From an optimization exercise on the open Yosys and OpenROAD flow, aimed at small area, a short achievable clock period and few clock cycles; shortcuts taken in it are not production practice. Only simulation tests tie the RTL to the original design; equivalence was not proved. Power and IR drop assume default switching activity.

Setup of run 1:
## glyph_column_renderer_5x7
module glyph_column_renderer_5x7 (
  input  logic        clk_i,
  input  logic        rst_ni,
  input  logic        start_i,
  output logic        busy_o,
  input  logic [7:0]  char_code_i,
  input  logic [1:0]  font_mode_i,
  input  logic [15:0] pos_x_i,
  input  logic [15:0] pos_y_i,
  output logic        result_valid_o,
  output logic [15:0] column_x_o,
  output logic [15:0] top_y_o,
  output logic [7:0]  row_bits_o,
  output logic [7:0]  row_write_mask_o,
  output logic        last_o,
  output logic [2:0]  char_width_o
);
Settings: LEC_CHECK=0, CAP_MARGIN=20, CORE_MARGIN=2, CORE_UTILIZATION=40, SETUP_SLACK_MARGIN=3.8, SLEW_MARGIN=20, SYNTH_MEMORY_MAX_BITS=8192; clock period 6.0 ns.
run.sh (not shown) runs the stock make flow with config.mk's settings and CLKGATE_MAP_FILE= SYNTH_SCRIPT=/design/flow/synth_recipe.tcl, a recipe that flattens the netlist after the stock synthesis.
Testbench counts of run 1, summed over its fixed seeds: cycles 12,826.
Input-level comparison between run 2 and run 1:
# run 1
export LEC_CHECK = 0
export CAP_MARGIN = 20
export CORE_MARGIN = 2
export CORE_UTILIZATION = 40
export SETUP_SLACK_MARGIN = 3.8
export SLEW_MARGIN = 20
export SYNTH_MEMORY_MAX_BITS = 8192
create_clock -name core_clock -period 6.0 [get_ports {clk_i}]
# run 2
export LEC_CHECK = 0
export CAP_MARGIN = 20
export CORE_MARGIN = 2
export CORE_UTILIZATION = 30
export SETUP_SLACK_MARGIN = 3.8
export SLEW_MARGIN = 20
export SYNTH_MEMORY_MAX_BITS = 8192
create_clock -name core_clock -period 6.0 [get_ports {clk_i}]
==> flow/flow/run.sh (new file) <==
#!/bin/bash
# The standard layout (standard.sh), with two changes to synthesis: ABC maps
# the logic with flow/abc.script (area-oriented mapping, then ABC's own
# buffering and sizing) and Yosys does not extract half/full adder cells.
# Registers, their names and cell types are those of the standard synthesis.
set -u
F=$(cd "$(dirname "$0")" && pwd)
export OWN_ABC_SCRIPT=$F/abc.script
bash standard.sh SYNTH_SCRIPT=$F/synth_own.tcl ADDER_MAP_FILE= finish > standard_make.log 2>&1
==> flow/flow/abc.script (new file) <==
strash
dch
amap
topo
buffer -c
upsize -c
dnsize -c
topo
stime -c
==> flow/flow/synth_own.tcl (new file) <==
# The standard flow's synthesis (synth_recipe.tcl) with one change: ABC maps the logic with
# the script named by OWN_ABC_SCRIPT instead of ORFS's abc_speed/abc_area script.
proc synth {args} { yosys synth -nofsm -noshare {*}$args }
proc abc {args} {
  set i [lsearch -exact $args -script]
  if {$i >= 0 && [info exists ::env(OWN_ABC_SCRIPT)]} {
    set args [lreplace $args [expr {$i + 1}] [expr {$i + 1}] $::env(OWN_ABC_SCRIPT)]
  }
  yosys abc {*}$args
}
source $::env(SCRIPTS_DIR)/synth.tcl
# left out here: clear keep_hierarchy, flatten, clean up, hide names made inside functions, write 1_2_yosys.v
==> flow/standard.sh (new file) <==
#!/bin/bash
# synth_recipe.tcl (not shown) runs the flow's synth.tcl, then flattens the netlist and writes it again
# the make line also repeats each setting of config.mk as NAME=value (left out here)
make -C /OpenROAD-flow-scripts/flow DESIGN_CONFIG=/design/flow/config.mk WORK_HOME=/design/flow/orfs CLKGATE_MAP_FILE= SYNTH_SCRIPT=/design/flow/synth_recipe.tcl "${@:-finish}"
removed: flow/run.sh
==> comparison <==
- The flow did not stop early for run 2: all stages ran, and the layout cleared the timing, DRC and antenna checks.
- Delta (run 2 minus run 1): number of antenna violations at the first check in global routing grew by 2, total power after layout lost about 2.7%, net count of the finished layout saw a decrease, proportion of final cell area spent on non-clock buffers now larger, total placed instance area decreased 11%.
- The relative area change from synthesis to final layout in run 2 was higher than what run 1 gave.
diff inputs: run 2 => run 3
# run 2
export LEC_CHECK = 0
export CAP_MARGIN = 20
export CORE_MARGIN = 2
export CORE_UTILIZATION = 30
export SETUP_SLACK_MARGIN = 3.8
export SLEW_MARGIN = 20
export SYNTH_MEMORY_MAX_BITS = 8192
create_clock -name core_clock -period 6.0 [get_ports {clk_i}]
# run 3
export LEC_CHECK = 0
export CAP_MARGIN = 20
export CORE_MARGIN = 2
export CORE_UTILIZATION = 30
export SETUP_SLACK_MARGIN = 3.5
export SLEW_MARGIN = 20
export SYNTH_MEMORY_MAX_BITS = 8192
create_clock -name core_clock -period 6.0 [get_ports {clk_i}]
==> flow/flow/run.sh <==
#!/bin/bash
# The standard layout (standard.sh) with these changes:
# - synthesis: ABC maps the logic with flow/abc.script (delay-oriented
#   mapping with area recovery, then ABC's own buffering and sizing), and
#   Yosys does not extract half/full adder cells. Registers, their names and
#   cell types are those of the standard synthesis.
# - placement: the port buffers are buf_2 cells.
set -u
F=$(cd "$(dirname "$0")" && pwd)
export OWN_ABC_SCRIPT=$F/abc.script
bash standard.sh SYNTH_SCRIPT=$F/synth_own.tcl ADDER_MAP_FILE= \
  "BUFFER_PORTS_ARGS=-buffer_cell sky130_fd_sc_hd__buf_2" finish > standard_make.log 2>&1
==> flow/flow/abc.script <==
strash
dch
map
topo
buffer -c
upsize -c
dnsize -c
[summary]
Cmp run 3 vs run 2: synthesis-to-finish area growth lower in run 3. Depth of the most critical reg-to-reg path: lower on run 3. Run 3 vs run 2 — cell area dropped by more than 10%. Per the comparison of run 3 with run 2, iteration count of the initial detailed-routing pass has increased; clock buffer instance count of the final layout has decreased. Run 3 vs run 2, critical path depth went down by 5. Between run 3 and run 2, the post-CTS setup buffer count is higher for run 2. Against run 2, run 3 reports a routed length on met3 that is higher. Against run 2, run 3 reports a number of inserted filler cells in the final layout that is higher. Taking run 3 as 1.0, run 2 lands at 1.3 on cell internal power dissipation. Run 2 has higher worst stage delay on the critical path than run 3.

---

Another version of the RTL of glyph_column_renderer_5x7 (not shown whole).
For scale: ~1100 cells after synthesis, roughly 7000 um^2 of cells after synthesis.
clock: 6.0 ns
lec_check: 0
cap_margin: 20
core_margin: 2
core_utilization: 45
setup_slack_margin: 3.5
slew_margin: 20
synth_memory_max_bits: 8192
standard.sh (not shown) runs the stock make flow with config.mk's settings and CLKGATE_MAP_FILE= SYNTH_SCRIPT=/design/flow/synth_recipe.tcl, a recipe that flattens the netlist after the stock synthesis.
==> flow/flow/run.sh <==
#!/bin/bash
# The standard layout (standard.sh) with these changes:
# - synthesis: ABC maps the logic with flow/abc.script (a time-limited
#   deep resynthesis for area, then delay-oriented mapping with area recovery
#   and ABC's own buffering and sizing), and Yosys does not extract half/full
#   adder cells. Registers, their names and cell types are those of the
#   standard synthesis.
# - placement: every port still gets a buffer, buf_2 on the inputs and buf_1
#   on the outputs (flow/outbuf.tcl).
set -u
F=$(cd "$(dirname "$0")" && pwd)
export OWN_ABC_SCRIPT=$F/abc.script
bash standard.sh SYNTH_SCRIPT=$F/synth_own.tcl ADDER_MAP_FILE= \
  "BUFFER_PORTS_ARGS=-inputs -buffer_cell sky130_fd_sc_hd__buf_2" \
  PRE_GLOBAL_PLACE_TCL=$F/outbuf.tcl finish > standard_make.log 2>&1
==> flow/flow/abc.script <==
strash
&get -n
&deepsyn -T 60
&put
dch
map
topo
buffer -c
upsize -c
dnsize -c
==> flow/flow/outbuf.tcl <==
buffer_ports -outputs -buffer_cell sky130_fd_sc_hd__buf_1
==> flow/flow/synth_own.tcl <==
# The standard flow's synthesis (synth_recipe.tcl) with one change: ABC maps the logic with
# the script named by OWN_ABC_SCRIPT instead of ORFS's abc_speed/abc_area script.
proc synth {args} { yosys synth -nofsm -noshare {*}$args }
proc abc {args} {
  set i [lsearch -exact $args -script]
  if {$i >= 0 && [info exists ::env(OWN_ABC_SCRIPT)]} {
    set args [lreplace $args [expr {$i + 1}] [expr {$i + 1}] $::env(OWN_ABC_SCRIPT)]
  }
  yosys abc {*}$args
}
source $::env(SCRIPTS_DIR)/synth.tcl
# left out here: clear keep_hierarchy, flatten, clean up, hide names made inside functions, write 1_2_yosys.v
Testbench counts at the start, summed over its fixed seeds: cycles 12,826.
Next try:
==> flow/flow/run.sh (replaced) <==
#!/bin/bash
# The standard layout (standard.sh) with these changes:
# - synthesis: ABC maps the logic with flow/abc.script (delay-oriented
#   mapping with area recovery after choice computation, then ABC's own
#   buffering and sizing), and
#   Yosys does not extract half/full adder cells. Registers, their names and
#   cell types are those of the standard synthesis.
# - placement: the port buffers are buf_2 cells.
set -u
F=$(cd "$(dirname "$0")" && pwd)
export OWN_ABC_SCRIPT=$F/abc.script
bash standard.sh SYNTH_SCRIPT=$F/synth_own.tcl ADDER_MAP_FILE= \
  "BUFFER_PORTS_ARGS=-buffer_cell sky130_fd_sc_hd__buf_2" finish > standard_make.log 2>&1
==> flow/flow/abc.script (replaced) <==
strash
&get -n
&dch
&put
dch
map
topo
buffer -c
upsize -c
dnsize -c
removed: flow/flow/outbuf.tcl
After rerunning: First-iteration DRC count goes up by well over a third. Register-to-register slack gets worse by 60 ps. Area after synthesis goes up slightly. Design area goes up by a few percent.
Next try:
==> flow/flow/run.sh (replaced) <==
#!/bin/bash
# The standard layout (standard.sh) with these changes:
# - synthesis: ABC maps the logic with flow/abc.script (a time-limited
#   deep resynthesis for area, then delay-oriented mapping with area recovery
#   and ABC's own buffering and sizing), and Yosys does not extract half/full
#   adder cells. Registers, their names and cell types are those of the
#   standard synthesis.
# - placement: every port still gets a buffer, buf_2 on the inputs and buf_1
#   on the outputs (flow/outbuf.tcl).
set -u
F=$(cd "$(dirname "$0")" && pwd)
export OWN_ABC_SCRIPT=$F/abc.script
ARGS=(SYNTH_SCRIPT=$F/synth_own.tcl ADDER_MAP_FILE=
  "BUFFER_PORTS_ARGS=-inputs -buffer_cell sky130_fd_sc_hd__buf_2"
  PRE_GLOBAL_PLACE_TCL=$F/outbuf.tcl)
bash standard.sh "${ARGS[@]}" cts > standard_make_cts.log 2>&1
bash standard.sh "${ARGS[@]}" SETUP_SLACK_MARGIN=3.2 finish > standard_make_finish.log 2>&1
==> flow/flow/abc.script (replaced) <==
strash
&get -n
&deepsyn -T 60
&put
dch
map
topo
buffer -c
upsize -c
dnsize -c
==> flow/flow/outbuf.tcl (new file) <==
buffer_ports -outputs -buffer_cell sky130_fd_sc_hd__buf_1
The changed run ran to the end with no violations; flip-flop and latch count is unchanged; non-clock buffer count fell by 88; final area came out lower by 14%; worst setup slack gets worse by 190 ps; routed wire length fell by 11%; via count falls by 15%; power fell by 16%.

[what the ideal ports hide]
How much do the figures lean on ideal ports? The routed layouts below were timed once more, with nothing changed but the port constraints. Step 1 (the two cells are an assumption about what drives the block):
set clk [get_ports {clk_i}]
set_driving_cell -lib_cell sky130_fd_sc_hd__clkbuf_16 $clk
set_driving_cell -lib_cell sky130_fd_sc_hd__buf_2 [delete_from_list [all_inputs] $clk]
Step 2 adds t to the input delays and takes it off the output delays; t is the mean of the earliest and latest rising clock arrival at the registers after step 1. Input paths then give back, and output paths get back, about the clock's delay inside the block. a / b / c = no drivers / after step 1 / after step 2; a / b = the first two.
run	shift t [ns]	slack for setup (ns)	hold slack, ns	worst setup path after step 2	latest minus earliest clock arrival (ns)
run 1	0.369	3.152 / 3.152 / 2.789	0.494 / 0.494 / 0.494	input to register	0.008 / 0.009
run 2	0.379	3.130 / 3.130 / 2.769	0.479 / 0.479 / 0.479	input to register	0.012 / 0.011
run 3	0.376	3.379 / 3.342 / 2.967	0.466 / 0.466 / 0.466	input to register	0.009 / 0.009
the first run of note 2	0.376	3.432 / 3.409 / 3.033	0.466 / 0.466 / 0.466	input to register	0.006 / 0.006
the second run of note 2	0.381	3.418 / 3.418 / 3.059	0.476 / 0.476 / 0.476	input to register	0.010 / 0.010
the third run of note 2	0.375	3.232 / 3.232 / 2.914	0.470 / 0.470 / 0.470	input to register	0.006 / 0.006
After both steps setup and hold are still met in every run listed. The setup slack of run 3, which loses most, moves by -0.037 ns with the drivers and by -0.412 ns with both steps.
